Context: an optimization exercise on an open-source flow, tuned for small area. The choices shown serve that exercise and are no tape-out recipe. In this exercise RTL edits were held to simulation tests only and were not proved equivalent to the original.

==> inputs of job 1906 <==
==> flow/design.v <==
module goertzel_bin_scheduler #(
  parameter int X_WIDTH      = 16,
  parameter int W_WIDTH      = 16,
  parameter int CHANELS      = 2,
  parameter int FRAME_LENGTH = 64,
  parameter int N_BINS       = 4,
  localparam int BW = (N_BINS > 1) ? $clog2(N_BINS) : 1,
  localparam int XW = CHANELS * X_WIDTH
) (
  input  logic                      clk,
  input  logic                      rstn,
  input  logic                      s_valid,
  output logic                      s_ready,
  input  logic [XW-1:0]             s_x,
  input  logic                      cfg_we,
  input  logic [BW-1:0]             cfg_bin,
  input  logic signed [W_WIDTH-1:0] cfg_w_re,
  input  logic signed [W_WIDTH-1:0] cfg_w_im,
  output logic                      eng_valid,
  output logic [XW-1:0]             eng_x,
  output logic signed [W_WIDTH-1:0] eng_w_re,
  output logic signed [W_WIDTH-1:0] eng_w_im,
  input  logic                      eng_valid_o,
  output logic                      res_valid,
  output logic [BW-1:0]             res_bin,
  output logic                      res_last,
  output logic                      busy,
  output logic                      seq_err
);
  localparam int AW = $clog2(FRAME_LENGTH);
  localparam logic [1:0] FILL  = 2'd0;
  localparam logic [1:0] RUN   = 2'd1;
  localparam logic [1:0] DRAIN = 2'd2;
  localparam logic [AW-1:0] LAST_IDX = AW'(FRAME_LENGTH - 1);
  localparam logic [BW-1:0] LAST_BIN = BW'(N_BINS - 1);
  localparam logic [BW:0]   NUM_BIN  = (BW + 1)'(N_BINS);
  logic [1:0]                state;
  logic [AW-1:0]             wr_cnt;
  logic [AW-1:0]             rd_cnt;
  logic [BW-1:0]             bin;
  logic [BW-1:0]             nxt_bin;
  logic [XW-1:0]             buf_mem [FRAME_LENGTH];
  logic signed [W_WIDTH-1:0] tbl_re  [N_BINS];
  logic signed [W_WIDTH-1:0] tbl_im  [N_BINS];
  logic signed [W_WIDTH-1:0] act_re;
  logic signed [W_WIDTH-1:0] act_im;
  logic                      seq_err_r;
  logic                      fill_hs;
  logic                      cfg_hit;
  assign fill_hs = (state == FILL) && s_valid;
  assign cfg_hit = cfg_we && ({1'b0, cfg_bin} < NUM_BIN);
  assign nxt_bin = bin + BW'(1);
  always_ff @(posedge clk) begin
    if (fill_hs) begin
      buf_mem[wr_cnt] <= s_x;
    end
  end
  always_ff @(posedge clk) begin
    if (!rstn) begin
      for (int i = 0; i < N_BINS; i++) begin
        tbl_re[i] <= '0;
        tbl_im[i] <= '0;
      end
    end else if (cfg_hit) begin
      tbl_re[cfg_bin] <= cfg_w_re;
      tbl_im[cfg_bin] <= cfg_w_im;
    end
  end
  always_ff @(posedge clk) begin
    if (!rstn) begin
      state     <= FILL;
      wr_cnt    <= '0;
      rd_cnt    <= '0;
      bin       <= '0;
      act_re    <= '0;
      act_im    <= '0;
      seq_err_r <= 1'b0;
    end else begin
      if (eng_valid_o && (state != DRAIN)) begin
        seq_err_r <= 1'b1;
      end
      case (state)
        FILL: begin
          if (s_valid) begin
            if (wr_cnt == LAST_IDX) begin
              wr_cnt <= '0;
              bin    <= '0;
              act_re <= tbl_re[0];
              act_im <= tbl_im[0];
              state  <= RUN;
            end else begin
              wr_cnt <= wr_cnt + AW'(1);
            end
          end
        end
        RUN: begin
          if (rd_cnt == LAST_IDX) begin
            rd_cnt <= '0;
            state  <= DRAIN;
          end else begin
            rd_cnt <= rd_cnt + AW'(1);
          end
        end
        DRAIN: begin
          if (bin == LAST_BIN) begin
            state <= FILL;
          end else begin
            bin    <= nxt_bin;
            act_re <= tbl_re[nxt_bin];
            act_im <= tbl_im[nxt_bin];
            state  <= RUN;
          end
        end
        default: state <= FILL;
      endcase
    end
  end
  assign s_ready = (state == FILL);
  assign eng_valid    = (state == RUN);
  assign eng_x        = buf_mem[rd_cnt];
  assign eng_w_re     = act_re;
  assign eng_w_im     = act_im;
  assign res_valid    = (state == DRAIN) && eng_valid_o;
  assign res_bin      = bin;
  assign res_last     = res_valid && (bin == LAST_BIN);
  assign busy         = (state != FILL);
  assign seq_err      = seq_err_r;
endmodule
==> flow/run.sh <==
#!/bin/bash
# synth_recipe.tcl (not shown) runs the flow's synth.tcl, then flattens the netlist and writes it again
# the make line also repeats each setting of config.mk as NAME=value (left out here)
make -C /OpenROAD-flow-scripts/flow DESIGN_CONFIG=/design/flow/config.mk WORK_HOME=/design/flow/orfs CLKGATE_MAP_FILE= SYNTH_SCRIPT=/design/flow/synth_recipe.tcl finish
==> flow/config.mk <==
export PLATFORM = sky130hd
export DESIGN_NAME = goertzel_bin_scheduler
export DESIGN_NICKNAME = goertzel_bin_scheduler
export VERILOG_FILES = /design/flow/design.v
export SDC_FILE = /design/flow/constraint.sdc
export NUM_CORES = 4
export LEC_CHECK = 0
export CAP_MARGIN = 20
export CORE_MARGIN = 2
export CORE_UTILIZATION = 40
export SLEW_MARGIN = 20
==> flow/constraint.sdc <==
create_clock -name core_clock -period 6.5 [get_ports {clk}]
set_input_delay 1.3000 -clock core_clock [delete_from_list [all_inputs] [get_ports {clk}]]
set_output_delay 1.3000 -clock core_clock [all_outputs]
set_load 0.01 [all_outputs]
==> job 5805 (differences from job 1906) <==
==> flow/design.v (replaced) <==
module goertzel_bin_scheduler #(
  parameter int X_WIDTH      = 16,
  parameter int W_WIDTH      = 16,
  parameter int CHANELS      = 2,
  parameter int FRAME_LENGTH = 64,
  parameter int N_BINS       = 4,
  localparam int BW = (N_BINS > 1) ? $clog2(N_BINS) : 1,
  localparam int XW = CHANELS * X_WIDTH
) (
  input  logic                      clk,
  input  logic                      rstn,
  input  logic                      s_valid,
  output logic                      s_ready,
  input  logic [XW-1:0]             s_x,
  input  logic                      cfg_we,
  input  logic [BW-1:0]             cfg_bin,
  input  logic signed [W_WIDTH-1:0] cfg_w_re,
  input  logic signed [W_WIDTH-1:0] cfg_w_im,
  output logic                      eng_valid,
  output logic [XW-1:0]             eng_x,
  output logic signed [W_WIDTH-1:0] eng_w_re,
  output logic signed [W_WIDTH-1:0] eng_w_im,
  input  logic                      eng_valid_o,
  output logic                      res_valid,
  output logic [BW-1:0]             res_bin,
  output logic                      res_last,
  output logic                      busy,
  output logic                      seq_err
);
  localparam int AW = $clog2(FRAME_LENGTH);
  localparam logic [AW-1:0] LAST_IDX = AW'(FRAME_LENGTH - 1);
  localparam logic [BW-1:0] LAST_BIN = BW'(N_BINS - 1);
  logic                      run;       
  logic                      drain;     
  logic                      fill;
  logic [AW-1:0]             cnt;       
  logic [BW-1:0]             bin;
  logic [XW-1:0]             sr [FRAME_LENGTH];
  logic signed [W_WIDTH-1:0] tbl_re [N_BINS];
  logic signed [W_WIDTH-1:0] tbl_im [N_BINS];
  logic [N_BINS-1:0]         tbl_vld;   
  logic signed [W_WIDTH-1:0] act_re;
  logic signed [W_WIDTH-1:0] act_im;
  logic [BW-1:0]             ld_bin;
  logic                      seq_err_r;
  logic                      step;
  logic                      last;
  assign fill = !run && !drain;
  assign step = (fill && s_valid) || run;
  assign last = step && (cnt == LAST_IDX);
  always_ff @(posedge clk) begin
    if (step) begin
      sr[0] <= fill ? s_x : sr[FRAME_LENGTH-1];
      for (int i = 1; i < FRAME_LENGTH; i++) begin
        sr[i] <= sr[i-1];
      end
    end
  end
  always_ff @(posedge clk) begin
    if (cfg_we) begin
      tbl_re[cfg_bin] <= cfg_w_re;
      tbl_im[cfg_bin] <= cfg_w_im;
    end
  end
  always_ff @(posedge clk) begin
    if (!rstn) begin
      tbl_vld <= '0;
    end else if (cfg_we) begin
      tbl_vld[cfg_bin] <= 1'b1;
    end
  end
  assign ld_bin = drain ? bin + BW'(1) : '0;
  always_ff @(posedge clk) begin
    if (!run) begin
      act_re <= tbl_vld[ld_bin] ? tbl_re[ld_bin] : '0;
      act_im <= tbl_vld[ld_bin] ? tbl_im[ld_bin] : '0;
    end
  end
  always_ff @(posedge clk) begin
    if (!rstn) begin
      run       <= 1'b0;
      drain     <= 1'b0;
      cnt       <= '0;
      bin       <= '0;
      seq_err_r <= 1'b0;
    end else begin
      if (eng_valid_o && !drain) begin
        seq_err_r <= 1'b1;
      end
      if (step) begin
        cnt <= cnt + AW'(1);
      end
      if (last) begin
        run   <= fill;
        drain <= run;
        if (fill) begin
          bin <= '0;
        end
      end else if (drain) begin
        drain <= 1'b0;
        if (bin != LAST_BIN) begin
          bin <= bin + BW'(1);
          run <= 1'b1;
        end
      end
    end
  end
  assign s_ready   = fill;
  assign eng_valid = run;
  assign eng_x     = sr[FRAME_LENGTH-1];
  assign eng_w_re  = act_re;
  assign eng_w_im  = act_im;
  assign res_valid = drain && eng_valid_o;
  assign res_bin   = bin;
  assign res_last  = res_valid && (bin == LAST_BIN);
  assign busy      = !fill;
  assign seq_err   = seq_err_r;
endmodule
CORE_UTILIZATION = 70   (was 40)
CTS_BUF_LIST = sky130_fd_sc_hd__clkbuf_8   (was not set)
CTS_CLUSTER_SIZE = 20   (was not set)
==> job 7349 (differences from job 1906) <==
==> flow/design.v (replaced) <==
module goertzel_bin_scheduler #(
  parameter int X_WIDTH      = 16,
  parameter int W_WIDTH      = 16,
  parameter int CHANELS      = 2,
  parameter int FRAME_LENGTH = 64,
  parameter int N_BINS       = 4,
  localparam int BW = (N_BINS > 1) ? $clog2(N_BINS) : 1,
  localparam int XW = CHANELS * X_WIDTH
) (
  input  logic                      clk,
  input  logic                      rstn,
  input  logic                      s_valid,
  output logic                      s_ready,
  input  logic [XW-1:0]             s_x,
  input  logic                      cfg_we,
  input  logic [BW-1:0]             cfg_bin,
  input  logic signed [W_WIDTH-1:0] cfg_w_re,
  input  logic signed [W_WIDTH-1:0] cfg_w_im,
  output logic                      eng_valid,
  output logic [XW-1:0]             eng_x,
  output logic signed [W_WIDTH-1:0] eng_w_re,
  output logic signed [W_WIDTH-1:0] eng_w_im,
  input  logic                      eng_valid_o,
  output logic                      res_valid,
  output logic [BW-1:0]             res_bin,
  output logic                      res_last,
  output logic                      busy,
  output logic                      seq_err
);
  localparam int AW = $clog2(FRAME_LENGTH);
  localparam logic [AW-1:0] LAST_IDX = AW'(FRAME_LENGTH - 1);
  localparam logic [BW-1:0] LAST_BIN = BW'(N_BINS - 1);
  logic                      run;       
  logic                      drain;     
  logic                      fill;
  logic [AW-1:0]             cnt;       
  logic [BW-1:0]             bin;
  logic [XW-1:0]             sr [FRAME_LENGTH];
  logic signed [W_WIDTH-1:0] tbl_re [N_BINS];
  logic signed [W_WIDTH-1:0] tbl_im [N_BINS];
  logic [N_BINS-1:0]         tbl_vld;   
  logic signed [W_WIDTH-1:0] act_re;
  logic signed [W_WIDTH-1:0] act_im;
  logic [BW-1:0]             ld_bin;
  logic                      seq_err_r;
  logic                      step;
  logic                      last;
  assign fill = !run && !drain;
  assign step = (fill && s_valid) || run;
  assign last = step && (cnt == LAST_IDX);
  always_ff @(posedge clk) begin
    if (step) begin
      sr[0] <= fill ? s_x : sr[FRAME_LENGTH-1];
      for (int i = 1; i < FRAME_LENGTH; i++) begin
        sr[i] <= sr[i-1];
      end
    end
  end
  always_ff @(posedge clk) begin
    if (cfg_we) begin
      tbl_re[cfg_bin] <= cfg_w_re;
      tbl_im[cfg_bin] <= cfg_w_im;
    end
  end
  always_ff @(posedge clk) begin
    if (!rstn) begin
      tbl_vld <= '0;
    end else if (cfg_we) begin
      tbl_vld[cfg_bin] <= 1'b1;
    end
  end
  assign ld_bin = drain ? bin + BW'(1) : '0;
  always_ff @(posedge clk) begin
    if (!run) begin
      act_re <= tbl_vld[ld_bin] ? tbl_re[ld_bin] : '0;
      act_im <= tbl_vld[ld_bin] ? tbl_im[ld_bin] : '0;
    end
  end
  always_ff @(posedge clk) begin
    if (!rstn) begin
      run       <= 1'b0;
      drain     <= 1'b0;
      cnt       <= '0;
      bin       <= '0;
      seq_err_r <= 1'b0;
    end else begin
      if (eng_valid_o && !drain) begin
        seq_err_r <= 1'b1;
      end
      if (step) begin
        cnt <= cnt + AW'(1);
      end
      if (last) begin
        run   <= fill;
        drain <= run;
        if (fill) begin
          bin <= '0;
        end
      end else if (drain) begin
        drain <= 1'b0;
        if (bin != LAST_BIN) begin
          bin <= bin + BW'(1);
          run <= 1'b1;
        end
      end
    end
  end
  assign s_ready   = fill;
  assign eng_valid = run;
  assign eng_x     = sr[FRAME_LENGTH-1];
  assign eng_w_re  = act_re;
  assign eng_w_im  = act_im;
  assign res_valid = drain && eng_valid_o;
  assign res_bin   = bin;
  assign res_last  = res_valid && (bin == LAST_BIN);
  assign busy      = !fill;
  assign seq_err   = seq_err_r;
endmodule
CORE_UTILIZATION = 70   (was 40)
CTS_BUF_LIST = sky130_fd_sc_hd__clkbuf_4   (was not set)
==> impl_metrics.env <==
export IMPL_run_status="no timing/DRC/antenna violations"
export IMPL_muxShareOfSynthArea_pct=16.92
export IMPL_cts_clk_slew_worst_paths_ns=0.06
export IMPL_slowest_stage_cell_crit_path="sky130_fd_sc_hd__dfxtp_4"
export IMPL_seqAreaFraction_pct=67.24
export IMPL_post_place_ws_ns=1.385
The numbers above come from job 1906.

==> impl_metrics.env <==
export IMPL_post_place_ws_ns=1.774
export IMPL_cts_clk_slew_worst_paths_ns=0.07
export IMPL_slowest_stage_cell_crit_path="sky130_fd_sc_hd__nor2_4"
export IMPL_muxShareOfSynthArea_pct=1.029
export IMPL_run_status="no timing/DRC/antenna violations"
export IMPL_largest_register="sr"
export IMPL_skew_ns=0.05820
export IMPL_seqAreaFraction_pct=85.08
The numbers above come from job 7349.

==> impl_metrics.env <==
export IMPL_critical_path_cell_chain="nor2_4 > clkdlybuf4s50_1"
export IMPL_cts_clk_slew_worst_paths_ns=0.06
export IMPL_seqAreaFraction_pct=85.73
export IMPL_run_status="no timing/DRC/antenna violations"
export IMPL_post_place_ws_ns=1.774
export IMPL_slowest_stage_cell_crit_path="sky130_fd_sc_hd__nor2_4"
export IMPL_yosysSeqAreaShare_pct=97.33
export IMPL_regArea_mm2=0.06660
export IMPL_muxShareOfSynthArea_pct=1.029
The numbers above come from job 5805.

==> re-timing with driven ports <==
No port has a modelled driver above. Below, the same layouts with a new extraction and two added sets of constraints.
Step 1 sets driving cells, clkbuf_16 on the clock port and buf_2 on the other inputs (assumed; they add their load-dependent delay and slew).
Step 2 adds t to the input delays and takes it off the output delays; t is the mean of the earliest and latest rising clock arrival at the registers after step 1. Input paths then give back, and output paths get back, about the clock's delay inside the block.
Slacks: no drivers / after step 1 / after step 2; pairs: no drivers / after step 1.
run	t, ns	setup slack, ns	slew at the worst register clock pin (ns)	worst slew at a driven data input, ns	cell pins on the clock port's net
job 1906	0.947	0.615 / 0.526 / 1.359	0.07 / 0.07	0.19	1
job 5805	0.968	2.414 / 2.343 / 2.182	0.07 / 0.07	0.08	1
job 7349	1.187	2.190 / 2.120 / 2.180	0.08 / 0.08	0.08	1
After both steps every run listed still meets setup and hold. For job 5805, which loses most, drivers alone change the setup slack by -0.071 ns; drivers and shift together by -0.232 ns.
